From an optimization exercise on the open Yosys and OpenROAD flow, aimed at a short achievable clock period and few clock cycles per item; shortcuts taken in it are not production practice.
In this exercise RTL edits were held to simulation tests only and were not proved equivalent to the original.
No activity file was given, so power comes from the tool's default toggle rates.

[design/flow/config.mk]
export PLATFORM = sky130hd
export DESIGN_NAME = fme_halfpel_win
export DESIGN_NICKNAME = fme_halfpel_win
export VERILOG_FILES = /design/flow/design.v
export SDC_FILE = /design/flow/constraint.sdc
export NUM_CORES = 4
export LEC_CHECK = 0
export ABC_CLOCK_PERIOD_IN_PS = 3000
export CAP_MARGIN = 20
export CORE_MARGIN = 2
export CORE_UTILIZATION = 40
export SLEW_MARGIN = 20
export SYNTH_HIERARCHICAL = 1
[design/flow/constraint.sdc]
create_clock -name core_clock -period 9.5 [get_ports {clk}]
set_input_delay 1.9000 -clock core_clock [delete_from_list [all_inputs] [get_ports {clk}]]
set_output_delay 1.9000 -clock core_clock [all_outputs]
set_load 0.01 [all_outputs]
[design/flow/design.v]
module fme_halfpel_win #(
  parameter int PIX_W = 8,
  parameter int REF_W = 16,
  parameter int REF_H = 16
) (
  input  logic                         clk,
  input  logic                         rst,
  input  logic                         start,
  input  logic [$clog2(REF_W)-1:0]     cx,
  input  logic [$clog2(REF_H)-1:0]     cy,
  output logic                         rd_en,
  output logic [$clog2(REF_W*REF_H)-1:0] rd_addr,
  input  logic [PIX_W-1:0]             rd_data,
  output logic                         busy,
  output logic                         done,
  output logic [9*PIX_W-1:0]           half
);
  localparam int HVW = 21;    
  localparam int HW  = 15;    
  localparam int SHW = 11;    
  localparam logic [2:0] W_0 = 3'd0, W_P1 = 3'd1, W_M4 = 3'd2, W_M5 = 3'd3,
                         W_16 = 3'd4, W_20 = 3'd5, W_36 = 3'd6;
  function automatic logic [6:0] axis_cls(input logic [3:0] c, input logic [3:0] p);
    logic [2:0] w0, w1;
    logic [4:0] d;
    w0 = W_0;
    w1 = W_0;
    if (c < 4'd3 && p == 4'd0) begin
      case (c)
        4'd0:    begin w0 = W_36; w1 = W_16; end
        4'd1:    begin w0 = W_16; w1 = W_M4; end
        default: begin w0 = W_M4; w1 = W_P1; end
      endcase
    end else if (c > 4'd12 && p == 4'd15) begin
      case (c)
        4'd15:   begin w0 = W_16; w1 = W_36; end
        4'd14:   begin w0 = W_M4; w1 = W_16; end
        default: begin w0 = W_P1; w1 = W_M4; end
      endcase
    end else begin
      d = {1'b0, p} - {1'b0, c} + 5'd3;
      case (d)
        5'd0: begin w0 = W_P1; w1 = W_0;  end
        5'd1: begin w0 = W_M5; w1 = W_P1; end
        5'd2: begin w0 = W_20; w1 = W_M5; end
        5'd3: begin w0 = W_20; w1 = W_20; end
        5'd4: begin w0 = W_M5; w1 = W_20; end
        5'd5: begin w0 = W_P1; w1 = W_M5; end
        5'd6: begin w0 = W_0;  w1 = W_P1; end
        default: begin w0 = W_0; w1 = W_0; end
      endcase
    end
    axis_cls = {w0, w1, (p == c)};
  endfunction
  function automatic logic [9:0] wterms(input logic [2:0] w);
    case (w)
      W_P1:    wterms = {1'b1, 1'b0, 3'd0, 1'b0, 1'b0, 3'd0};
      W_M4:    wterms = {1'b1, 1'b1, 3'd2, 1'b0, 1'b0, 3'd0};
      W_M5:    wterms = {1'b1, 1'b1, 3'd2, 1'b1, 1'b1, 3'd0};
      W_16:    wterms = {1'b1, 1'b0, 3'd4, 1'b0, 1'b0, 3'd0};
      W_20:    wterms = {1'b1, 1'b0, 3'd4, 1'b1, 1'b0, 3'd2};
      W_36:    wterms = {1'b1, 1'b0, 3'd5, 1'b1, 1'b0, 3'd2};
      default: wterms = '0;
    endcase
  endfunction
  function automatic logic [SHW:0] tsel(input logic en, input logic neg, input logic [3:0] sh);
    logic [SHW-1:0] oh;
    oh = '0;
    for (int s = 0; s < SHW; s++)
      if (en && sh == 4'(s)) oh[s] = 1'b1;
    tsel = {en & neg, oh};
  endfunction
  function automatic logic [4*(SHW+1)-1:0] prod_sel(input logic [2:0] a, input logic [2:0] b);
    logic [9:0] ta, tb;
    ta = wterms(a);
    tb = wterms(b);
    prod_sel = {tsel(ta[9] & tb[9], ta[8] ^ tb[8], {1'b0, ta[7:5]} + {1'b0, tb[7:5]}),
                tsel(ta[9] & tb[4], ta[8] ^ tb[3], {1'b0, ta[7:5]} + {1'b0, tb[2:0]}),
                tsel(ta[4] & tb[9], ta[3] ^ tb[8], {1'b0, ta[2:0]} + {1'b0, tb[7:5]}),
                tsel(ta[4] & tb[4], ta[3] ^ tb[3], {1'b0, ta[2:0]} + {1'b0, tb[2:0]})};
  endfunction
  function automatic logic [2*(SHW+1)-1:0] lin_sel(input logic en, input logic [2:0] a);
    logic [9:0] ta;
    ta = wterms(a);
    lin_sel = {tsel(en & ta[9], ta[8], {1'b0, ta[7:5]}),
               tsel(en & ta[4], ta[3], {1'b0, ta[2:0]})};
  endfunction
  logic              busy_q, rd_en_q, done_q;
  logic [3:0]        X, Y;       
  logic [3:0]        xq, yq;     
  logic              px, py;     
  logic [3:0]        xlo, xhi, ylo, yhi;
  logic              upx, upy;   
  logic [3:0]        ex0, ex1, ey0, ey1;
  logic              row_end, last_rd;
  logic              a_v, a_l, m_v, m_l;
  assign xlo = (X < 4'd3)  ? 4'd0  : X - 4'd3;
  assign xhi = (X > 4'd12) ? 4'd15 : X + 4'd3;
  assign ylo = (Y < 4'd3)  ? 4'd0  : Y - 4'd3;
  assign yhi = (Y > 4'd12) ? 4'd15 : Y + 4'd3;
  assign upx = (X >= 4'd3);
  assign upy = (Y >= 4'd3);
  assign ex0 = upx ? xhi : xlo;
  assign ex1 = upx ? xlo : xhi;
  assign ey0 = upy ? yhi : ylo;
  assign ey1 = upy ? ylo : yhi;
  assign row_end = px && (xq == ex1);
  assign last_rd = row_end && py && (yq == ey1);
  always_ff @(posedge clk or negedge rst) begin
    if (!rst) begin
      busy_q  <= 1'b0;
      rd_en_q <= 1'b0;
      done_q  <= 1'b0;
      a_v     <= 1'b0;
      a_l     <= 1'b0;
      m_l     <= 1'b0;
      m_v     <= 1'b0;
    end else begin
      done_q <= m_l;
      if (!busy_q) begin
        busy_q  <= start;
        rd_en_q <= start;
      end else begin
        if (m_l) busy_q <= 1'b0;
        if (rd_en_q && last_rd) rd_en_q <= 1'b0;
      end
      a_v <= rd_en_q;
      a_l <= rd_en_q && last_rd;
      m_l <= a_l;
      m_v <= a_v;
    end
  end
  always_ff @(posedge clk) begin
    if (!busy_q) begin
      X  <= cx;
      Y  <= cy;
      xq <= cx;
      yq <= cy;
      px <= 1'b0;
      py <= 1'b0;
    end else if (rd_en_q) begin
      if (!px) begin
        if (xq == ex0) begin
          xq <= upx ? X - 4'd1 : X + 4'd1;
          px <= 1'b1;
        end else begin
          xq <= upx ? xq + 4'd1 : xq - 4'd1;
        end
      end else if (!row_end) begin
        xq <= upx ? xq - 4'd1 : xq + 4'd1;
      end else begin
        xq <= X;
        px <= 1'b0;
        if (!py) begin
          if (yq == ey0) begin
            yq <= upy ? Y - 4'd1 : Y + 4'd1;
            py <= 1'b1;
          end else begin
            yq <= upy ? yq + 4'd1 : yq - 4'd1;
          end
        end else begin
          yq <= upy ? yq - 4'd1 : yq + 4'd1;
        end
      end
    end
  end
  logic [6:0] ccls, rcls;    
  always_ff @(posedge clk) begin
    ccls <= axis_cls(X, xq);
    rcls <= axis_cls(Y, yq);
  end
  function automatic logic wneg(input logic [2:0] w);
    wneg = (w == W_M4) || (w == W_M5);
  endfunction
  function automatic logic [3:0] prod_en(input logic [2:0] a, input logic [2:0] b);
    logic [9:0] ta, tb;
    ta = wterms(a);
    tb = wterms(b);
    prod_en = {ta[9] & tb[9], ta[9] & tb[4], ta[4] & tb[9], ta[4] & tb[4]};
  endfunction
  function automatic logic [1:0] lin_en(input logic en, input logic [2:0] a);
    logic [9:0] ta;
    ta = wterms(a);
    lin_en = {en & ta[9], en & ta[4]};
  endfunction
  logic [4*(SHW+1)-1:0] s_hv [4];    
  logic [2*(SHW+1)-1:0] s_l  [4];    
  logic [PIX_W-1:0]     p_hv [4];
  logic [PIX_W-1:0]     p_l  [4];
  logic [PIX_W-1:0]     pc_q;
  logic [2:0]           wh [4][2];   
  logic [2:0]           wl [4];      
  logic [3:0]           en_hv [4];
  logic [1:0]           en_l [4];
  logic [PIX_W-1:0]     d_hv [4], d_l [4];
  always_comb begin
    wh[0][0] = ccls[6:4]; wh[0][1] = rcls[6:4];
    wh[1][0] = ccls[3:1]; wh[1][1] = rcls[6:4];
    wh[2][0] = ccls[6:4]; wh[2][1] = rcls[3:1];
    wh[3][0] = ccls[3:1]; wh[3][1] = rcls[3:1];
    wl[0] = ccls[6:4];
    wl[1] = ccls[3:1];
    wl[2] = rcls[6:4];
    wl[3] = rcls[3:1];
    for (int k = 0; k < 4; k++) begin
      en_hv[k] = prod_en(wh[k][0], wh[k][1]);
      d_hv[k]  = rd_data ^ {PIX_W{wneg(wh[k][0]) ^ wneg(wh[k][1])}};
      en_l[k]  = lin_en((k < 2) ? rcls[0] : ccls[0], wl[k]);
      d_l[k]   = rd_data ^ {PIX_W{wneg(wl[k])}};
    end
  end
  always_ff @(posedge clk) begin
    for (int k = 0; k < 4; k++) begin
      p_hv[k] <= (|en_hv[k]) ? d_hv[k] : '0;
      p_l[k]  <= (|en_l[k])  ? d_l[k]  : '0;
      s_hv[k] <= prod_sel(wh[k][0], wh[k][1]);
      s_l[k]  <= lin_sel((k < 2) ? rcls[0] : ccls[0], wl[k]);
    end
    if (a_v && ccls[0] && rcls[0]) pc_q <= rd_data;
  end
  function automatic logic [2:0] clamp_cls(input logic [3:0] c);
    if (c < 4'd3)       clamp_cls = 3'(c);
    else if (c > 4'd12) clamp_cls = 3'(c - 4'd9);
    else                clamp_cls = 3'd3;
  endfunction
  function automatic logic [20:0] init_hv00(input logic [2:0] xc, input logic [2:0] yc);
    case ({xc, yc})
      6'd0: init_hv00 = 21'd2003314;
      6'd1: init_hv00 = 21'd2003314;
      6'd2: init_hv00 = 21'd1960474;
      6'd3: init_hv00 = 21'd1949764;
      6'd4: init_hv00 = 21'd1949764;
      6'd5: init_hv00 = 21'd1960474;
      6'd6: init_hv00 = 21'd2003314;
      6'd8: init_hv00 = 21'd2003314;
      6'd9: init_hv00 = 21'd2003314;
      6'd10: init_hv00 = 21'd1960474;
      6'd11: init_hv00 = 21'd1949764;
      6'd12: init_hv00 = 21'd1949764;
      6'd13: init_hv00 = 21'd1960474;
      6'd14: init_hv00 = 21'd2003314;
      6'd16: init_hv00 = 21'd1960474;
      6'd17: init_hv00 = 21'd1960474;
      6'd18: init_hv00 = 21'd1909474;
      6'd19: init_hv00 = 21'd1896724;
      6'd20: init_hv00 = 21'd1896724;
      6'd21: init_hv00 = 21'd1909474;
      6'd22: init_hv00 = 21'd1960474;
      6'd24: init_hv00 = 21'd1949764;
      6'd25: init_hv00 = 21'd1949764;
      6'd26: init_hv00 = 21'd1896724;
      6'd27: init_hv00 = 21'd1883464;
      6'd28: init_hv00 = 21'd1883464;
      6'd29: init_hv00 = 21'd1896724;
      6'd30: init_hv00 = 21'd1949764;
      6'd32: init_hv00 = 21'd1949764;
      6'd33: init_hv00 = 21'd1949764;
      6'd34: init_hv00 = 21'd1896724;
      6'd35: init_hv00 = 21'd1883464;
      6'd36: init_hv00 = 21'd1883464;
      6'd37: init_hv00 = 21'd1896724;
      6'd38: init_hv00 = 21'd1949764;
      6'd40: init_hv00 = 21'd1960474;
      6'd41: init_hv00 = 21'd1960474;
      6'd42: init_hv00 = 21'd1909474;
      6'd43: init_hv00 = 21'd1896724;
      6'd44: init_hv00 = 21'd1896724;
      6'd45: init_hv00 = 21'd1909474;
      6'd46: init_hv00 = 21'd1960474;
      6'd48: init_hv00 = 21'd2003314;
      6'd49: init_hv00 = 21'd2003314;
      6'd50: init_hv00 = 21'd1960474;
      6'd51: init_hv00 = 21'd1949764;
      6'd52: init_hv00 = 21'd1949764;
      6'd53: init_hv00 = 21'd1960474;
      6'd54: init_hv00 = 21'd2003314;
      default: init_hv00 = '0;
    endcase
  endfunction
  function automatic logic [20:0] init_hv10(input logic [2:0] xc, input logic [2:0] yc);
    case ({xc, yc})
      6'd0: init_hv10 = 21'd2003314;
      6'd1: init_hv10 = 21'd2003314;
      6'd2: init_hv10 = 21'd1960474;
      6'd3: init_hv10 = 21'd1949764;
      6'd4: init_hv10 = 21'd1949764;
      6'd5: init_hv10 = 21'd1960474;
      6'd6: init_hv10 = 21'd2003314;
      6'd8: init_hv10 = 21'd1960474;
      6'd9: init_hv10 = 21'd1960474;
      6'd10: init_hv10 = 21'd1909474;
      6'd11: init_hv10 = 21'd1896724;
      6'd12: init_hv10 = 21'd1896724;
      6'd13: init_hv10 = 21'd1909474;
      6'd14: init_hv10 = 21'd1960474;
      6'd16: init_hv10 = 21'd1949764;
      6'd17: init_hv10 = 21'd1949764;
      6'd18: init_hv10 = 21'd1896724;
      6'd19: init_hv10 = 21'd1883464;
      6'd20: init_hv10 = 21'd1883464;
      6'd21: init_hv10 = 21'd1896724;
      6'd22: init_hv10 = 21'd1949764;
      6'd24: init_hv10 = 21'd1949764;
      6'd25: init_hv10 = 21'd1949764;
      6'd26: init_hv10 = 21'd1896724;
      6'd27: init_hv10 = 21'd1883464;
      6'd28: init_hv10 = 21'd1883464;
      6'd29: init_hv10 = 21'd1896724;
      6'd30: init_hv10 = 21'd1949764;
      6'd32: init_hv10 = 21'd1960474;
      6'd33: init_hv10 = 21'd1960474;
      6'd34: init_hv10 = 21'd1909474;
      6'd35: init_hv10 = 21'd1896724;
      6'd36: init_hv10 = 21'd1896724;
      6'd37: init_hv10 = 21'd1909474;
      6'd38: init_hv10 = 21'd1960474;
      6'd40: init_hv10 = 21'd2003314;
      6'd41: init_hv10 = 21'd2003314;
      6'd42: init_hv10 = 21'd1960474;
      6'd43: init_hv10 = 21'd1949764;
      6'd44: init_hv10 = 21'd1949764;
      6'd45: init_hv10 = 21'd1960474;
      6'd46: init_hv10 = 21'd2003314;
      6'd48: init_hv10 = 21'd2003314;
      6'd49: init_hv10 = 21'd2003314;
      6'd50: init_hv10 = 21'd1960474;
      6'd51: init_hv10 = 21'd1949764;
      6'd52: init_hv10 = 21'd1949764;
      6'd53: init_hv10 = 21'd1960474;
      6'd54: init_hv10 = 21'd2003314;
      default: init_hv10 = '0;
    endcase
  endfunction
  function automatic logic [20:0] init_hv01(input logic [2:0] xc, input logic [2:0] yc);
    case ({xc, yc})
      6'd0: init_hv01 = 21'd2003314;
      6'd1: init_hv01 = 21'd1960474;
      6'd2: init_hv01 = 21'd1949764;
      6'd3: init_hv01 = 21'd1949764;
      6'd4: init_hv01 = 21'd1960474;
      6'd5: init_hv01 = 21'd2003314;
      6'd6: init_hv01 = 21'd2003314;
      6'd8: init_hv01 = 21'd2003314;
      6'd9: init_hv01 = 21'd1960474;
      6'd10: init_hv01 = 21'd1949764;
      6'd11: init_hv01 = 21'd1949764;
      6'd12: init_hv01 = 21'd1960474;
      6'd13: init_hv01 = 21'd2003314;
      6'd14: init_hv01 = 21'd2003314;
      6'd16: init_hv01 = 21'd1960474;
      6'd17: init_hv01 = 21'd1909474;
      6'd18: init_hv01 = 21'd1896724;
      6'd19: init_hv01 = 21'd1896724;
      6'd20: init_hv01 = 21'd1909474;
      6'd21: init_hv01 = 21'd1960474;
      6'd22: init_hv01 = 21'd1960474;
      6'd24: init_hv01 = 21'd1949764;
      6'd25: init_hv01 = 21'd1896724;
      6'd26: init_hv01 = 21'd1883464;
      6'd27: init_hv01 = 21'd1883464;
      6'd28: init_hv01 = 21'd1896724;
      6'd29: init_hv01 = 21'd1949764;
      6'd30: init_hv01 = 21'd1949764;
      6'd32: init_hv01 = 21'd1949764;
      6'd33: init_hv01 = 21'd1896724;
      6'd34: init_hv01 = 21'd1883464;
      6'd35: init_hv01 = 21'd1883464;
      6'd36: init_hv01 = 21'd1896724;
      6'd37: init_hv01 = 21'd1949764;
      6'd38: init_hv01 = 21'd1949764;
      6'd40: init_hv01 = 21'd1960474;
      6'd41: init_hv01 = 21'd1909474;
      6'd42: init_hv01 = 21'd1896724;
      6'd43: init_hv01 = 21'd1896724;
      6'd44: init_hv01 = 21'd1909474;
      6'd45: init_hv01 = 21'd1960474;
      6'd46: init_hv01 = 21'd1960474;
      6'd48: init_hv01 = 21'd2003314;
      6'd49: init_hv01 = 21'd1960474;
      6'd50: init_hv01 = 21'd1949764;
      6'd51: init_hv01 = 21'd1949764;
      6'd52: init_hv01 = 21'd1960474;
      6'd53: init_hv01 = 21'd2003314;
      6'd54: init_hv01 = 21'd2003314;
      default: init_hv01 = '0;
    endcase
  endfunction
  function automatic logic [20:0] init_hv11(input logic [2:0] xc, input logic [2:0] yc);
    case ({xc, yc})
      6'd0: init_hv11 = 21'd2003314;
      6'd1: init_hv11 = 21'd1960474;
      6'd2: init_hv11 = 21'd1949764;
      6'd3: init_hv11 = 21'd1949764;
      6'd4: init_hv11 = 21'd1960474;
      6'd5: init_hv11 = 21'd2003314;
      6'd6: init_hv11 = 21'd2003314;
      6'd8: init_hv11 = 21'd1960474;
      6'd9: init_hv11 = 21'd1909474;
      6'd10: init_hv11 = 21'd1896724;
      6'd11: init_hv11 = 21'd1896724;
      6'd12: init_hv11 = 21'd1909474;
      6'd13: init_hv11 = 21'd1960474;
      6'd14: init_hv11 = 21'd1960474;
      6'd16: init_hv11 = 21'd1949764;
      6'd17: init_hv11 = 21'd1896724;
      6'd18: init_hv11 = 21'd1883464;
      6'd19: init_hv11 = 21'd1883464;
      6'd20: init_hv11 = 21'd1896724;
      6'd21: init_hv11 = 21'd1949764;
      6'd22: init_hv11 = 21'd1949764;
      6'd24: init_hv11 = 21'd1949764;
      6'd25: init_hv11 = 21'd1896724;
      6'd26: init_hv11 = 21'd1883464;
      6'd27: init_hv11 = 21'd1883464;
      6'd28: init_hv11 = 21'd1896724;
      6'd29: init_hv11 = 21'd1949764;
      6'd30: init_hv11 = 21'd1949764;
      6'd32: init_hv11 = 21'd1960474;
      6'd33: init_hv11 = 21'd1909474;
      6'd34: init_hv11 = 21'd1896724;
      6'd35: init_hv11 = 21'd1896724;
      6'd36: init_hv11 = 21'd1909474;
      6'd37: init_hv11 = 21'd1960474;
      6'd38: init_hv11 = 21'd1960474;
      6'd40: init_hv11 = 21'd2003314;
      6'd41: init_hv11 = 21'd1960474;
      6'd42: init_hv11 = 21'd1949764;
      6'd43: init_hv11 = 21'd1949764;
      6'd44: init_hv11 = 21'd1960474;
      6'd45: init_hv11 = 21'd2003314;
      6'd46: init_hv11 = 21'd2003314;
      6'd48: init_hv11 = 21'd2003314;
      6'd49: init_hv11 = 21'd1960474;
      6'd50: init_hv11 = 21'd1949764;
      6'd51: init_hv11 = 21'd1949764;
      6'd52: init_hv11 = 21'd1960474;
      6'd53: init_hv11 = 21'd2003314;
      6'd54: init_hv11 = 21'd2003314;
      default: init_hv11 = '0;
    endcase
  endfunction
  function automatic logic [2*15-1:0] init_l(input logic [2:0] c);
    case (c)
      3'd0: init_l = {15'd31509, 15'd31509};
      3'd1: init_l = {15'd30489, 15'd31509};
      3'd2: init_l = {15'd30234, 15'd30489};
      3'd3: init_l = {15'd30234, 15'd30234};
      3'd4: init_l = {15'd30489, 15'd30234};
      3'd5: init_l = {15'd31509, 15'd30489};
      3'd6: init_l = {15'd31509, 15'd31509};
      default: init_l = '0;
    endcase
  endfunction
  logic [2:0]     xc, yc;
  logic [4*HVW-1:0] ihv;
  logic [2*HW-1:0]  ilx, ily;
  assign xc = clamp_cls(X);
  assign yc = clamp_cls(Y);
  assign ihv = {init_hv11(xc, yc), init_hv01(xc, yc), init_hv10(xc, yc),
                init_hv00(xc, yc)};
  assign ilx = init_l(xc);
  assign ily = init_l(yc);
  logic [HVW-1:0] hv_s [4], hv_c [4];
  logic [HW-1:0]  l_s [4],  l_c [4];    
  logic [HVW-1:0] hv_sn [4], hv_cn [4];
  logic [HW-1:0]  l_sn [4],  l_cn [4];
  for (genvar k = 0; k < 4; k++) begin : g_mac
    fhp_mac4 u_hv (.fs(hv_s[k]), .fc(hv_c[k]), .p0(p_hv[k]), .p1(p_hv[k]),
                   .p2(p_hv[k]), .p3(p_hv[k]), .sel(s_hv[k]),
                   .os(hv_sn[k]), .oc(hv_cn[k]));
    fhp_lmac u_l (.fs(l_s[k]), .fc(l_c[k]), .p0(p_l[k]), .p1(p_l[k]), .sel(s_l[k]),
                  .os(l_sn[k]), .oc(l_cn[k]));
  end
  always_ff @(posedge clk) begin
    for (int k = 0; k < 4; k++) begin
      hv_s[k] <= m_v ? hv_sn[k] : ihv[k*HVW +: HVW];
      hv_c[k] <= m_v ? hv_cn[k] : '0;
      l_s[k]  <= m_v ? l_sn[k]  : ((k < 2) ? ilx[k*HW +: HW] : ily[(k-2)*HW +: HW]);
      l_c[k]  <= m_v ? l_cn[k]  : '0;
    end
  end
  logic [9*PIX_W-1:0] res_c, half_q;
  logic [PIX_W-1:0] r_hv [4], r_l [4];
  for (genvar k = 0; k < 4; k++) begin : g_fin
    fhp_fin_hv u_fh (.a(hv_s[k]), .b(hv_c[k]), .c(p_hv[k]), .r(r_hv[k]));
    fhp_fin_l u_fl (.a(l_s[k]), .b(l_c[k]), .r(r_l[k]));
  end
  always_comb begin
    res_c = '0;
    res_c[0*PIX_W +: PIX_W] = r_hv[0];
    res_c[1*PIX_W +: PIX_W] = r_l[2];
    res_c[2*PIX_W +: PIX_W] = r_hv[1];
    res_c[3*PIX_W +: PIX_W] = r_l[0];
    res_c[4*PIX_W +: PIX_W] = pc_q;
    res_c[5*PIX_W +: PIX_W] = r_l[1];
    res_c[6*PIX_W +: PIX_W] = r_hv[2];
    res_c[7*PIX_W +: PIX_W] = r_l[3];
    res_c[8*PIX_W +: PIX_W] = r_hv[3];
  end
  always_ff @(posedge clk or negedge rst) begin
    if (!rst)     half_q <= '0;
    else if (m_l) half_q <= res_c;
  end
  assign rd_en   = rd_en_q;
  assign rd_addr = {yq, xq};
  assign busy    = busy_q;
  assign done    = done_q;
  assign half    = half_q;
endmodule
module fhp_mac4 (
  input  logic [20:0] fs, fc,
  input  logic [7:0]  p0, p1, p2, p3,
  input  logic [47:0] sel,
  output logic [20:0] os, oc
);
  localparam int PIX_W = 8, HVW = 21, HW = 15, SHW = 11;
  function automatic logic [HVW-1:0] term(input logic [PIX_W-1:0] pn, input logic [SHW:0] sel);
    logic [HVW-1:0] t;
    t = '0;
    for (int s = 0; s < SHW; s++)
      if (sel[s]) t = t | (HVW'(pn) << s);
    term = t;
  endfunction
  function automatic logic [2*HVW-1:0] csa(input logic [HVW-1:0] a, b, c, input logic cin);
    logic [HVW-1:0] s, m;
    s = a ^ b ^ c;
    m = (a & b) | (a & c) | (b & c);
    csa = {s, m[HVW-2:0], cin};
  endfunction
  function automatic logic [2*HVW-1:0] mac4(input logic [HVW-1:0] fs, fc,
                                            input logic [PIX_W-1:0] p0, p1, p2, p3,
                                            input logic [4*(SHW+1)-1:0] sel);
    logic [HVW-1:0] t0, t1, t2, t3, s1, c1, s2, c2, s3, c3;
    t0 = term(p0, sel[0*(SHW+1) +: SHW+1]);
    t1 = term(p1, sel[1*(SHW+1) +: SHW+1]);
    t2 = term(p2, sel[2*(SHW+1) +: SHW+1]);
    t3 = term(p3, sel[3*(SHW+1) +: SHW+1]);
    {s1, c1} = csa(t0, t1, t2, 1'b0);
    {s2, c2} = csa(fs, fc, t3, 1'b0);
    {s3, c3} = csa(s1, c1, s2, 1'b0);
    mac4     = csa(s3, c3, c2, 1'b0);
  endfunction
  assign {os, oc} = mac4(fs, fc, p0, p1, p2, p3, sel);
endmodule
module fhp_lmac (
  input  logic [14:0] fs, fc,
  input  logic [7:0]  p0, p1,
  input  logic [23:0] sel,
  output logic [14:0] os, oc
);
  localparam int PIX_W = 8, HVW = 21, HW = 15, SHW = 11;
  function automatic logic [HVW-1:0] term(input logic [PIX_W-1:0] pn, input logic [SHW:0] sel);
    logic [HVW-1:0] t;
    t = '0;
    for (int s = 0; s < SHW; s++)
      if (sel[s]) t = t | (HVW'(pn) << s);
    term = t;
  endfunction
  function automatic logic [2*HVW-1:0] csa(input logic [HVW-1:0] a, b, c, input logic cin);
    logic [HVW-1:0] s, m;
    s = a ^ b ^ c;
    m = (a & b) | (a & c) | (b & c);
    csa = {s, m[HVW-2:0], cin};
  endfunction
  function automatic logic [2*HW-1:0] lmac(input logic [HW-1:0] fs, fc,
                                           input logic [PIX_W-1:0] p0, p1,
                                           input logic [2*(SHW+1)-1:0] sel);
    logic [HVW-1:0] t0, t1, s1, c1, s2, c2;
    t0 = term(p0, sel[0*(SHW+1) +: SHW+1]);
    t1 = term(p1, sel[1*(SHW+1) +: SHW+1]);
    {s1, c1} = csa(HVW'(fs), HVW'(fc), t0, 1'b0);
    {s2, c2} = csa(s1, c1, t1, 1'b0);
    lmac = {s2[HW-1:0], c2[HW-1:0]};
  endfunction
  assign {os, oc} = lmac(fs, fc, p0, p1, sel);
endmodule
module fhp_fin_hv (
  input  logic [20:0] a, b,
  input  logic [7:0]  c,
  output logic [7:0]  r
);
  logic [20:0] u, m, v;
  assign u = a ^ b ^ {13'b0, c};
  assign m = (a & b) | (a & {13'b0, c}) | (b & {13'b0, c});
  assign v = {m[19:0], 1'b0};
  logic [20:0] sum;
  assign sum = u + v;
  assign r = sum[20] ? 8'd0 : (sum[19] | sum[18]) ? 8'd255 : sum[17:10];
endmodule
module fhp_fin_l (
  input  logic [14:0] a, b,
  output logic [7:0]  r
);
  localparam int PIX_W = 8, HVW = 21, HW = 15;
  function automatic logic [PIX_W-1:0] fin_l(input logic [HW-1:0] a, b);
    logic [HW-1:0] v;
    v = a + b;
    if (v[HW-1])      fin_l = '0;
    else if (v[HW-2]) fin_l = '1;
    else              fin_l = v[12:5];
  endfunction
  assign r = fin_l(a, b);
endmodule
[design/flow/standard.sh]
#!/bin/bash
# synth_recipe.tcl (not shown) runs the flow's synth.tcl, then flattens the netlist and writes it again
# the make line also repeats each setting of config.mk as NAME=value (left out here)
make -C /OpenROAD-flow-scripts/flow DESIGN_CONFIG=/design/flow/config.mk WORK_HOME=/design/flow/orfs CLKGATE_MAP_FILE= SYNTH_SCRIPT=/design/flow/synth_recipe.tcl "${@:-finish}"
[design/flow/flow/run.sh]
#!/bin/bash
set -uo pipefail
bash standard.sh SETUP_SLACK_MARGIN=6.7 finish > make.log 2>&1
status=$?
tail -40 make.log
exit $status
==> flow_summary.rst, run 1 <==
.. list-table::
   :header-rows: 1

   * - Metric
     - Value
   * - Unrepaired setup endpoints after global routing
     - yes
   * - Iteration-0 DRC count of the detailed router
     - about 6600
   * - Height of the chip
     - approximately 370 um
   * - Total of warnings raised by yosys
     - 44
   * - Ant diodes
     - 0
   * - Net switching share of the total power
     - 37.8%
   * - Critical path class
     - reg2reg
   * - Fill count
     - ~12000
   * - Most Used Layer, Global Route
     - met2
   * - Maximum number of pins on one net before global-route repair
     - 190
   * - Remaining global-route overflow
     - 0
   * - Number of buffers inserted during clock tree synthesis
     - just over 80
   * - Proportion of power drawn by flip-flops and latches
     - 30.1%
   * - Instance count on the critical path
     - 12
   * - Slowest stage cell, crit path
     - fa_2
   * - Layout overhead on the synthesized area
     - 23.8%
   * - First-pass GRT wire length
     - about 290000 um
   * - CTS tree
     - done
   * - Ports
     - 102
   * - Number of cells on the worst hold path
     - 0
   * - Crit share post-route
     - about a third
   * - Via count of the first global-routing pass
     - about 47000
   * - Final design utilization
     - around half
   * - Length in cells of the worst reg-to-reg path
     - 12
   * - Max Clock Freq
     - approximately 0.31 GHz
   * - Max H-tree Level
     - 3
   * - Result of the run
     - finished clean
   * - Core ar.
     - 0.133 mm2
   * - DIE AREA
     - approximately 0.14 mm2
   * - Int Pwr
     - around 6.9 mW
   * - Die outline width
     - about 370 um
   * - Crit path required time
     - a little over 10 ns
   * - CP Capture Type
     - flop
   * - Delay of the slowest cell on the worst path
     - 0.63 ns
   * - Number of rows created at floorplan
     - between 100 and 150
   * - Part of the total power dissipated in the clock network
     - between 30% and 40%
   * - Power per standard cell area
     - between 150 and 200 mW/mm2
   * - Total setup violations reported at the end of the flow
     - 0
   * - Max-cap violation count
     - 0
   * - Combinational fraction of design power
     - between 30 and 40%
   * - Routed wire per std cell
     - between 20 and 25 um
   * - Routed WL
     - about 190000 um
   * - Number of buffers inserted for hold repair after clock tree synthesis
     - 0
   * - Post-synthesis instance total
     - between 5000 and 6000
   * - Number of antenna violations at the first check in global routing
     - 1
   * - IR drop worst, VDD
     - between 100 and 150 uV
   * - Type of element launching the critical path
     - flop
   * - Gp weighted congestion
     - around 0.96
   * - Later-pin clock latency in the skew report
     - just over 0.7 ns
   * - Static Leak
     - approximately 28 nW
   * - Clock period minus final worst setup slack
     - ~3.3 ns
   * - Cell chosen for the clock root
     - clkbuf_16
   * - Clock transition at the registers of the reported paths
     - approximately 0.070 ns
   * - Number of port buffers
     - between 100 and 150
   * - Synthesized cell area
     - around 0.054 mm2
   * - Slew at the pin closest to its max-slew limit
     - 1.29 ns
   * - Number of failing hold endpoints at the final stage
     - 0
   * - Max-slew headroom
     - ~14%
   * - Post-route clock skew
     - 0.0295 ns
   * - Power spent charging and discharging nets
     - roughly 4.2 mW
   * - Number of nets in the layout
     - around 6900
   * - Post-DRT Antenna Nets
     - 0
   * - Detailed placement HPWL
     - around 120000 um
   * - Cells after DPL
     - ~7400
   * - Worst hold-check slack
     - 0.351 ns
   * - Worst path cell trace
     - buf_4 -> buf_6 -> buf_16 -> a222oi_1 -> nand2_1 -> fa_2 -> inv_2 -> fa_2 -> inv_2 -> fa_2 -> inv_2 -> a21oi_2
   * - Per-instance average area after synthesis
     - 9.17 um2
   * - Critical path's top delay family
     - adder cells
   * - Biggest fanout along the worst timing path
     - 5
   * - Met2 Usage GRT
     - between 40% and 50%
   * - Buffers & Inverters on Critical Path
     - 6
   * - DRC errors left
     - 0
   * - Global Route met1 Usage
     - between 30 and 40%
   * - Detailed-route via count
     - 47800
   * - Initial Utilization
     - 40.3%
   * - Num Clock Sinks
     - around 660
   * - GRT Resource Usage Total
     - between 20% and 30%
   * - Non-filler instance count after layout
     - around 8000
   * - Arrival time of the worst setup path
     - slightly below 4 ns
   * - Fraction of final layout cells sized beyond drive strength 1
     - about a quarter
   * - Number of buffers between clock root and the deepest sink
     - 3
   * - Kind of path behind the tightest hold check
     - reg2reg
   * - Post-DR vias/cell
     - about 6.0
   * - Final Slew Violations
     - 0
   * - Global Route met3 Usage
     - about 6.5%
   * - Setup TNS Final
     - 0 ns
   * - Drt first pass iters
     - 10
[routing by layer]
metal  share of wire [%]  wire [um]
met4                 4.6       8800
met5                   0          0
met2                  44      84200
met3                  10      20000
met1                  41      78000
[power by group through the flow]
stage,sequential (mW),clock (mW),combinational (mW)
after floorplan,3.18,0,2.22
after global placement,3.52,0,2.77
after detailed placement,3.52,0,2.80
after CTS,3.32,3.40,3.91
after global routing,3.35,3.51,4.66
final,3.33,3.36,4.36
[sequential cells by signal, summed over array words and instances, names as in the netlist, 40 cells and up]
| signal | cells |
|---|---|
| s_hv | 148 |
| hv_c | 84 |
| hv_s | 84 |
| half_q | 72 |
| l_c | 60 |
| l_s | 60 |
| s_l | 40 |
[per-stage QoR]
step	power (mW)	area, um2	setup slack (ns)
after floorplan	5.40	55300	6.54
after global placement	6.30	55700	5.22
after detailed placement	6.32	55700	5.08
after CTS	10.6	64300	6.20
after global routing	11.5	66600	6.13
final	11.0	66600	6.22
[layout by cell type (no fill, tap or decap), drive strengths merged, types with 79 or more instances in the layout]
master,count
a22oi,739
inv,589
dfxtp,556
buf,520
fa,430
nand2,295
nor2,283
ha,272
conb,252
and2,240
a21oi,232
a222oi,136
xnor2,131
o21ai,131
clkbuf,122
and3,108
nor3,96
mux2,80
a21o,79
dfrtp,79
[timing repair]
item                                    CTS  global route
gates cloned                             54            11
resized for setup                       934           405
buffers inserted                        259            94
pin swaps                               408           306
endpoints found under the setup margin  405           316
[area by class of cell]
type | instances | area (um2) | share of cell area [%]
Multi-Input combinational cell | 4280 | 38400 | 57.7
Tap cell | 1768 | 2210 | 3.32
Clock inverter | 42 | 505 | 0.759
Timing Repair Buffer | 556 | 6920 | 10.4
Sequential cell | 659 | 14000 | 21.0
Inverter | 592 | 2260 | 3.39
Clock buffer | 111 | 2340 | 3.51
[final timing paths]
check / slack [ns] / from / to
min in group asynchronous: 1.15 / rst / a_v$_DFF_PN0_
worst max-delay path: 6.22 / p_hv[1][7]$_SDFF_PN0_ / hv_s[1][13]$_DFF_P_
worst min-delay path: 0.35 / a_l$_DFF_PN0_ / m_l$_DFF_PN0_
worst min register to register: 0.35 / a_l$_DFF_PN0_ / m_l$_DFF_PN0_
max in group asynchronous: 7.01 / rst / m_v$_DFF_PN0_
worst max register to register: 6.22 / p_hv[1][7]$_SDFF_PN0_ / hv_s[1][13]$_DFF_P_
Testbench counts, summed over its fixed seeds: cycles 16,127, items 384.
==> inputs of run 2 (changes only) <==
--- a/design/flow/design.v
+++ b/design/flow/design.v
@@ -131,38 +131,54 @@
     end
   end
-  always_ff @(posedge clk) begin
+  logic [3:0] xq_d, yq_d;
+  logic       px_d, py_d;
+  always_comb begin
+    xq_d = xq;
+    yq_d = yq;
+    px_d = px;
+    py_d = py;
     if (!busy_q) begin
-      X  <= cx;
-      Y  <= cy;
-      xq <= cx;
-      yq <= cy;
-      px <= 1'b0;
-      py <= 1'b0;
+      xq_d = cx;
+      yq_d = cy;
+      px_d = 1'b0;
+      py_d = 1'b0;
     end else if (rd_en_q) begin
       if (!px) begin
         if (xq == ex0) begin
-          xq <= upx ? X - 4'd1 : X + 4'd1;
-          px <= 1'b1;
+          xq_d = upx ? X - 4'd1 : X + 4'd1;
+          px_d = 1'b1;
         end else begin
-          xq <= upx ? xq + 4'd1 : xq - 4'd1;
+          xq_d = upx ? xq + 4'd1 : xq - 4'd1;
         end
       end else if (!row_end) begin
-        xq <= upx ? xq - 4'd1 : xq + 4'd1;
+        xq_d = upx ? xq - 4'd1 : xq + 4'd1;
       end else begin
-        xq <= X;
-        px <= 1'b0;
+        xq_d = X;
+        px_d = 1'b0;
         if (!py) begin
           if (yq == ey0) begin
-            yq <= upy ? Y - 4'd1 : Y + 4'd1;
-            py <= 1'b1;
+            yq_d = upy ? Y - 4'd1 : Y + 4'd1;
+            py_d = 1'b1;
           end else begin
-            yq <= upy ? yq + 4'd1 : yq - 4'd1;
+            yq_d = upy ? yq + 4'd1 : yq - 4'd1;
           end
         end else begin
-          yq <= upy ? yq - 4'd1 : yq + 4'd1;
+          yq_d = upy ? yq - 4'd1 : yq + 4'd1;
         end
       end
     end
   end
+  logic [7:0] ra_q;
+  always_ff @(posedge clk) begin
+    if (!busy_q) begin
+      X <= cx;
+      Y <= cy;
+    end
+    xq   <= xq_d;
+    yq   <= yq_d;
+    px   <= px_d;
+    py   <= py_d;
+    ra_q <= (busy_q ? (rd_en_q && !last_rd) : start) ? {yq_d, xq_d} : '0;
+  end
   logic [6:0] ccls, rcls;    
   always_ff @(posedge clk) begin
@@ -483,6 +499,10 @@
   logic [PIX_W-1:0] r_hv [4], r_l [4];
   for (genvar k = 0; k < 4; k++) begin : g_fin
-    fhp_fin_hv u_fh (.a(hv_s[k]), .b(hv_c[k]), .c(p_hv[k]), .r(r_hv[k]));
-    fhp_fin_l u_fl (.a(l_s[k]), .b(l_c[k]), .r(r_l[k]));
+    fhp_fin_hv u_fh (.a(hv_s[k]), .b(hv_c[k]), .c(p_hv[k]), .en(m_l),
+                     .hold(half_q[PIX_W*(k == 0 ? 0 : k == 1 ? 2 : k == 2 ? 6 : 8) +: PIX_W]),
+                     .r(r_hv[k]));
+    fhp_fin_l u_fl (.a(l_s[k]), .b(l_c[k]), .en(m_l),
+                    .hold(half_q[PIX_W*(k == 0 ? 3 : k == 1 ? 5 : k == 2 ? 1 : 7) +: PIX_W]),
+                    .r(r_l[k]));
   end
   always_comb begin
@@ -492,5 +512,5 @@
     res_c[2*PIX_W +: PIX_W] = r_hv[1];
     res_c[3*PIX_W +: PIX_W] = r_l[0];
-    res_c[4*PIX_W +: PIX_W] = pc_q;
+    res_c[4*PIX_W +: PIX_W] = m_l ? pc_q : half_q[4*PIX_W +: PIX_W];
     res_c[5*PIX_W +: PIX_W] = r_l[1];
     res_c[6*PIX_W +: PIX_W] = r_hv[2];
@@ -500,8 +520,8 @@
   always_ff @(posedge clk or negedge rst) begin
     if (!rst)     half_q <= '0;
-    else if (m_l) half_q <= res_c;
+    else          half_q <= res_c;
   end
   assign rd_en   = rd_en_q;
-  assign rd_addr = {yq, xq};
+  assign rd_addr = ra_q;
   assign busy    = busy_q;
   assign done    = done_q;
@@ -578,4 +598,6 @@
   input  logic [20:0] a, b,
   input  logic [7:0]  c,
+  input  logic        en,
+  input  logic [7:0]  hold,
   output logic [7:0]  r
 );
@@ -586,8 +608,10 @@
   logic [20:0] sum;
   assign sum = u + v;
-  assign r = sum[20] ? 8'd0 : (sum[19] | sum[18]) ? 8'd255 : sum[17:10];
+  assign r = !en ? hold : sum[20] ? 8'd0 : (sum[19] | sum[18]) ? 8'd255 : sum[17:10];
 endmodule
 module fhp_fin_l (
   input  logic [14:0] a, b,
+  input  logic        en,
+  input  logic [7:0]  hold,
   output logic [7:0]  r
 );
@@ -600,4 +624,4 @@
     else              fin_l = v[12:5];
   endfunction
-  assign r = fin_l(a, b);
+  assign r = en ? fin_l(a, b) : hold;
 endmodule
==> run 2 against run 1 <==
  * Still clean on timing, DRC and antenna
  * Non-clock buffer count increased by 118
  * Sequential cell count is 8 higher
  * Final area increased by 1.5%
  * Critical path depth is 1 higher
  * Setup slack better by 0.052 ns
  * Clock-buffer cell count up 3
  * Total power fell by 3.9%
  * Sequential power increased by 9.3%
  * Clock power is 3% lower
  * Maximum frequency increased by 1.6%
  * Critical endpoint is now hv_s[0][4]$_DFF_P_
  * Largest cell class unchanged
==> flow_summary.rst, run 2 <==
.. list-table::
   :header-rows: 1

   * - Metric
     - Value
   * - Launching instance or port of the critical path
     - Y[0]$_DFFE_PN_
   * - Static Leak
     - between 20 and 30 nW
   * - Non-filler instance count after layout
     - ~8000
   * - DRC errors left
     - 0
   * - Die outline width
     - about 370 um
   * - Max H-tree Level
     - 3
   * - Slew at the pin closest to its max-slew limit
     - around 1.0 ns
   * - Via count of the first global-routing pass
     - approximately 47000
   * - Post-DR vias/cell
     - 5.98
   * - Total setup violations reported at the end of the flow
     - 0
   * - Reg2Reg Setup Slack
     - roughly 6.3 ns
   * - Post-synthesis instance total
     - ~5700
   * - Commonest non-fill, non-tap cells in the layout
     - a22oi_1 (583), dfxtp_1 (510), inv_1 (472)
   * - Kind of path behind the tightest hold check
     - reg2reg
   * - Setup TNS Final
     - 0 ns
   * - Crit path required time
     - a little over 10 ns
   * - Crit share post-route
     - roughly a third
   * - Core ar.
     - ~0.13 mm2
   * - Maximum number of pins on one net before global-route repair
     - about 150
   * - Max-slew headroom
     - between 30% and 40%
   * - Worst setup path end
     - hv_s[0][4]$_DFF_P_
   * - Layout overhead on the synthesized area
     - 27.4%
   * - Routed WL
     - around 190000 um
   * - Pre-CTS WS
     - approximately 5.2 ns
   * - Origin of the critical flop-to-flop path
     - Y[0]$_DFFE_PN_
   * - Routed wire per std cell
     - approximately 24 um
   * - Gp weighted congestion
     - roughly 0.96
   * - Number of rows created at floorplan
     - roughly 130
   * - Power per standard cell area
     - 157 mW/mm2
   * - Cell chosen for the clock root
     - clkbuf_16
   * - Placement-stage cell area
     - about 0.055 mm2
   * - Max-cap violation count
     - 0
   * - Length in cells of the worst reg-to-reg path
     - 13
   * - Clock period minus final worst setup slack
     - roughly 3.2 ns
   * - Total of warnings raised by yosys
     - 44
   * - Clock transition at the registers of the reported paths
     - about 0.060 ns
   * - Type of element launching the critical path
     - flop
   * - Number of port buffers
     - roughly 100
   * - Number of antenna violations at the first check in global routing
     - 5
   * - Final Slew Violations
     - 0
   * - Largest registers ranked by flip-flop count
     - s_hv x148, hv_c x84, hv_s x84
   * - Iteration-0 DRC count of the detailed router
     - 6806
   * - Arrival time of the worst setup path
     - 3.80 ns
   * - Critical path class
     - reg2reg
   * - CP Capture Type
     - flop
   * - Ports
     - 102
   * - Number of buffers inserted for hold repair after clock tree synthesis
     - 0
   * - DIE AREA
     - between 0.1 and 0.15 mm2
   * - Fraction of final layout cells sized beyond drive strength 1
     - between 20% and 30%
   * - CTS tree
     - done
   * - IR drop worst, VDD
     - between 100 and 150 uV
   * - Synthesized cell area
     - 0.0531 mm2
   * - Result of the run
     - finished clean
   * - Num Clock Sinks
     - ~670
   * - Largest register FFs
     - roughly 150
   * - Per-instance average area after synthesis
     - 9.25 um2
   * - Detailed-route via count
     - about 48000
   * - Cells after DPL
     - 7326
   * - Worst min-delay path startpoint
     - a_l$_DFF_PN0_
   * - Commonest non-fill, non-tap cell in the layout
     - a22oi_1
   * - Post-DRT Antenna Nets
     - 0
   * - First-pass GRT wire length
     - 291000 um
   * - Later-pin clock latency in the skew report
     - 0.73 ns
   * - Detailed placement HPWL
     - 121000 um
   * - Final design area excluding fillers
     - ~0.068 mm2
   * - Height of the chip
     - around 370 um
   * - Post-route clock skew
     - roughly 0.046 ns
   * - Number of failing hold endpoints at the final stage
     - 0
   * - Number of nets in the layout
     - approximately 6900
   * - Destination of the worst register-to-register timing path
     - hv_s[0][4]$_DFF_P_
   * - Unrepaired setup endpoints after global routing
     - yes
   * - Number of buffers between clock root and the deepest sink
     - 3
   * - Biggest fanout along the worst timing path
     - 6
   * - Initial Utilization
     - 40.3%
   * - Max Clock Freq
     - 0.310 GHz
   * - Biggest register
     - s_hv
   * - Setup WS post-layout
     - approximately 6.3 ns
   * - Remaining global-route overflow
     - 0
   * - Number of buffers inserted during clock tree synthesis
     - 82
   * - Drt first pass iters
     - 20
   * - GRT Resource Usage Total
     - 27.5%
run 2: final cells by class:
type	instances	area, um2
well taps	1755	2200
flip-flops and latches	667	14100
clock inverters	36	372
inverters	592	2270
repair buffers	674	8210
diodes	1	2.50
fillers	11700	64000
multi-input cells	4164	38100
clock buffers	114	2390
run 2: layer usage:
layer  vias up  part of all wire (%)  global-route usage [%]
li1      21100                     -                       -
met1     23400                    41                    37.4
met2      2774                    43                    41.3
met3       659                    10                    6.97
met4         6                   5.4                    11.6
met5         -                 0.020                       0
run 2: power breakdown:
part           switching, mW  leakage [nW]  total, mW  internal, mW
logic                   2.04          20.9       3.70          1.66
clock network           1.38          1.36       3.27          1.89
registers              0.434          5.94       3.64          3.21
total                   3.86          28.2       10.6          6.76
run 2: timing repair:
item	in CTS	in global routing
buffers inserted	308	135
setup endpoints to repair	403	329
resized for setup	1030	463
pin swaps	466	381
cloned	66	17
endpoints found under the hold margin	0	0
run 2: worst min-delay path by stage:
stage	endpoint	slack [ns]	cells after the start
after floorplan	m_l$_DFF_PN0_	0.33	0
after global placement	m_l$_DFF_PN0_	0.33	0
after detailed placement	m_l$_DFF_PN0_	0.34	0
after CTS	m_l$_DFF_PN0_	0.35	0
after global routing	m_l$_DFF_PN0_	0.37	0
final	m_l$_DFF_PN0_	0.35	0
run 2: critical path, cell delays in order (launching register included):
cell	delay [ns]
edfxtp_1	0.45
buf_6	0.16
ha_4	0.15
or3_4	0.37
o21a_4	0.28
ha_4	0.24
nand4b_1	0.20
buf_4	0.18
buf_4	0.12
o21a_4	0.19
nor2_1	0.07
a211oi_1	0.25
o22ai_1	0.15
mux2_4	0.28
run 2: metrics by stage:
step / utilization, % / power [mW] / hold slack, ns
2_1_floorplan: - / 5.91 / 0.331
3_3_place_gp: 41.7 / 6.89 / 0.334
3_5_place_dp: 41.7 / 6.93 / 0.337
4_1_cts: 48.9 / 10.5 / 0.350
5_1_grt: 51.4 / 11.3 / 0.370
6_report: 51.4 / 10.6 / 0.348
Testbench counts of run 2, summed over its fixed seeds: cycles 16,127, items 384.
==> inputs of run 3 (changes only) <==
--- a/design/flow/config.mk
+++ b/design/flow/config.mk
@@ -9,5 +9,5 @@
 export CAP_MARGIN = 20
 export CORE_MARGIN = 2
-export CORE_UTILIZATION = 40
+export CORE_UTILIZATION = 55
 export SLEW_MARGIN = 20
 export SYNTH_HIERARCHICAL = 1
==> run 3 against run 2 <==
  * Synthesized area unchanged
  * Via count is 0.51% lower
  * First-iteration DRC count decreased by 2.6%
  * Clock power is 2% higher
  * Critical endpoint is now hv_s[2][13]$_DFF_P_
  * Highest routed layer unchanged
==> flow_summary.rst, run 3 <==
.. list-table::
   :header-rows: 1

   * - Metric
     - Value
   * - Result of the run
     - finished clean
   * - Number of buffers inserted for hold repair after clock tree synthesis
     - 0
   * - Ports
     - ~100
   * - Cells after DPL
     - between 6000 and 7000
   * - Number of buffers inserted during clock tree synthesis
     - around 80
   * - Buffers & Inverters on Critical Path
     - 4
   * - Number of antenna violations at the first check in global routing
     - 3
   * - Length in cells of the worst reg-to-reg path
     - 10
   * - Endpoint with the worst hold slack
     - m_l$_DFF_PN0_
   * - Max Clock Freq
     - approximately 0.31 GHz
   * - Max H-tree Level
     - 3
   * - Clock transition at the registers of the reported paths
     - 0.07 ns
   * - Cell chosen for the clock root
     - clkbuf_16
   * - Reg2Reg Setup Slack
     - about 6.3 ns
   * - Critical path class
     - reg2reg
   * - Setup TNS Final
     - 0 ns
   * - Total setup violations reported at the end of the flow
     - 0
   * - Post-synthesis instance total
     - ~5700
   * - Number of rows created at floorplan
     - 113
   * - Initial Utilization
     - a little under three fifths
   * - Number of failing hold endpoints at the final stage
     - 0
   * - Static Leak
     - roughly 28 nW
   * - Final design utilization
     - between 60 and 70%
   * - Worst min-delay path startpoint
     - a_l$_DFF_PN0_
   * - Die outline width
     - around 310 um
   * - DRC errors left
     - 0
   * - Critical path's top delay family
     - adder cells
   * - Detailed-route via count
     - about 48000
   * - Final Slew Violations
     - 0
   * - Delay of the slowest cell on the worst path
     - 0.55 ns
   * - First-pass GRT wire length
     - between 200000 and 300000 um
   * - Slew at the pin closest to its max-slew limit
     - between 1 and 1.5 ns
   * - Height of the chip
     - about 310 um
   * - Post-route clock skew
     - roughly 0.026 ns
   * - Number of buffers between clock root and the deepest sink
     - 3
   * - Iteration-0 DRC count of the detailed router
     - 6630
   * - Maximum number of pins on one net before global-route repair
     - between 80 and 90
   * - Gp weighted congestion
     - 0.943
   * - Detailed placement HPWL
     - around 120000 um
   * - Unrepaired setup endpoints after global routing
     - yes
   * - Worst path cell trace
     - buf_12 -> buf_16 -> a222oi_1 -> nand2_1 -> fa_1 -> inv_2 -> fa_1 -> inv_2 -> fa_2 -> mux2_4
   * - Routed wire per std cell
     - 26.2 um
   * - Post-DR vias/cell
     - approximately 6.4
   * - Fraction of final layout cells sized beyond drive strength 1
     - between 20 and 30%
   * - Arrival time of the worst setup path
     - about 3.8 ns
   * - Max-slew headroom
     - 25.4%
   * - Power per standard cell area
     - ~160 mW/mm2
   * - Setup WS post-layout
     - between 6 and 7 ns
   * - Via count of the first global-routing pass
     - around 46000
   * - Biggest fanout along the worst timing path
     - 6
   * - Worst hold-check slack
     - between 0.3 and 0.4 ns
   * - Largest register FFs
     - roughly 150
   * - Drt first pass iters
     - 14
   * - Number of cells on the worst hold path
     - 0
   * - Synthesized cell area
     - between 0.05 and 0.06 mm2
   * - Num Clock Sinks
     - 667
   * - Core ar.
     - between 0.09 and 0.1 mm2
   * - Kind of path behind the tightest hold check
     - reg2reg
   * - Remaining global-route overflow
     - 0
   * - Biggest register
     - s_hv
   * - CTS tree
     - done
   * - IR drop worst, VDD
     - 151 uV
   * - Layout overhead on the synthesized area
     - 24.1%
   * - Number of nets in the layout
     - about 7000
   * - Post-DRT Antenna Nets
     - 0
   * - Slowest stage cell, crit path
     - fa_1
   * - Clock period minus final worst setup slack
     - ~3.2 ns
   * - Sequential cell area
     - 0.0141 mm2
   * - Destination of the worst register-to-register timing path
     - hv_s[2][13]$_DFF_P_
   * - Number of port buffers
     - just over 100
   * - Largest registers ranked by flip-flop count
     - s_hv x148, hv_c x84, hv_s x84
   * - Area of the multi-input gates
     - approximately 0.038 mm2
   * - Routed WL
     - a little under 200000 um
   * - Non-filler instance count after layout
     - approximately 7400
   * - Commonest non-fill, non-tap cells in the layout
     - a22oi_1 (592), dfxtp_1 (523), inv_1 (482)
   * - Total of warnings raised by yosys
     - 44
   * - Commonest non-fill, non-tap cell in the layout
     - a22oi_1
   * - Crit path required time
     - between 10 and 15 ns
   * - Max-cap violation count
     - 0
   * - Type of element launching the critical path
     - flop
   * - Per-instance average area after synthesis
     - slightly above 9 um2
   * - DIE AREA
     - about 0.099 mm2
   * - Origin of the critical flop-to-flop path
     - p_hv[2][6]$_SDFF_PN0_
   * - CP Capture Type
     - flop
   * - Fill count
     - ~7400
   * - Later-pin clock latency in the skew report
     - 0.67 ns
   * - Crit share post-route
     - approximately a third
   * - Pre-CTS WS
     - 5.04 ns
   * - GRT Resource Usage Total
     - between 30% and 40%
-- run 3: layout make-up --
| cell class | instances | area share [%] |
|---|---|---|
| Multi-Input combinational cell | 4163 | 57.4 |
| Tap cell | 1265 | 2.40 |
| Antenna cell | 1 | 0.00380 |
| Timing Repair Buffer | 574 | 11.1 |
| Clock inverter | 36 | 0.627 |
| Sequential cell | 667 | 21.4 |
| Clock buffer | 113 | 3.68 |
| Inverter | 592 | 3.44 |
-- run 3: how the worst max path moves through the flow --
| stage | end | slack [ns] | startpoint | cells after the start |
|---|---|---|---|---|
| final | hv_s[2][13]$_DFF_P_ | 6.30 | p_hv[2][6]$_SDFF_PN0_ | 10 |
| after detailed placement | hv_s[2][19]$_DFF_P_ | 5.04 | X[0]$_DFFE_PN_ | 9 |
| after global routing | hv_s[2][16]$_DFF_P_ | 6.24 | p_hv[2][6]$_SDFF_PN0_ | 10 |
| after CTS | rd_en | 6.31 | rd_en_q$_DFFE_PN0P_ | 1 |
| after global placement | hv_s[2][20]$_DFF_P_ | 5.14 | X[0]$_DFFE_PN_ | 9 |
| after floorplan | hv_s[2][4]$_DFF_P_ | 6.58 | Y[0]$_DFFE_PN_ | 13 |
-- run 3: metrics by stage --
stage,cell area [um2],total power [mW]
2_1_floorplan,54400,5.91
3_3_place_gp,54200,6.88
3_5_place_dp,54200,6.93
4_1_cts,62800,10.5
5_1_grt,65900,11.3
6_report,65900,10.7
-- run 3: report_power, final --
part	internal [mW]	switching, mW	total, mW
Clock	2.00	1.34	3.34
Sequential	3.21	0.436	3.64
Combinational	1.67	2.05	3.71
Total	6.87	3.83	10.7
-- run 3: what timing repair did --
action | 4_1_cts | 5_1_grt
pin swaps | 368 | 358
buffers inserted | 245 | 109
gates resized for setup | 943 | 424
endpoints found under the setup margin | 436 | 336
cloned | 54 | 24
-- run 3: routing by layer --
| layer | global-route usage, % | wire length [um] | up-vias |
|---|---|---|---|
| met5 | 0 | 23 | - |
| met4 | 18.6 | 11300 | 4 |
| met3 | 8.43 | 22100 | 631 |
| met2 | 54.8 | 82400 | 2938 |
| met1 | 53.0 | 78600 | 23200 |
| li1 | - | - | 20900 |
-- run 3: worst register-to-register path, cell delays in order (launching register included) --
cell and delay, ns:
dfxtp_4 0.39, buf_12 0.15, buf_16 0.13, a222oi_1 0.27, nand2_1 0.16, fa_1 0.55
inv_2 0.06, fa_1 0.55, inv_2 0.04, fa_2 0.49, mux2_4 0.29

## afterwards: timing with drivers on the ports
The flow's constraints put no driver on any port. The routed layouts listed below were extracted and timed again, unchanged, in two steps. Step 1: set_driving_cell puts a clkbuf_16 on clk and a buf_2 on each other input, an assumption about the parent block. Step 2 times the ports against the registers' clock, not the clock port: input delays grow and output delays shrink by t, the midpoint of the rising clock arrivals with the driver on. Slacks: ideal ports / drivers / drivers and shift; pairs: ideal ports / drivers.
run	t, ns	setup WS [ns]	slew at the worst register clock pin (ns)	cell pins on the clock port's net
run 1	0.772	6.225 / 6.155 / 5.948	0.07 / 0.07	1
run 2	0.782	6.277 / 6.233 / 5.951	0.07 / 0.07	1
run 3	0.734	6.297 / 6.253 / 6.058	0.07 / 0.07	1
After both steps setup and hold are still met in every run listed. The setup slack of run 2, which loses most, moves by -0.044 ns with the drivers and by -0.326 ns with both steps.
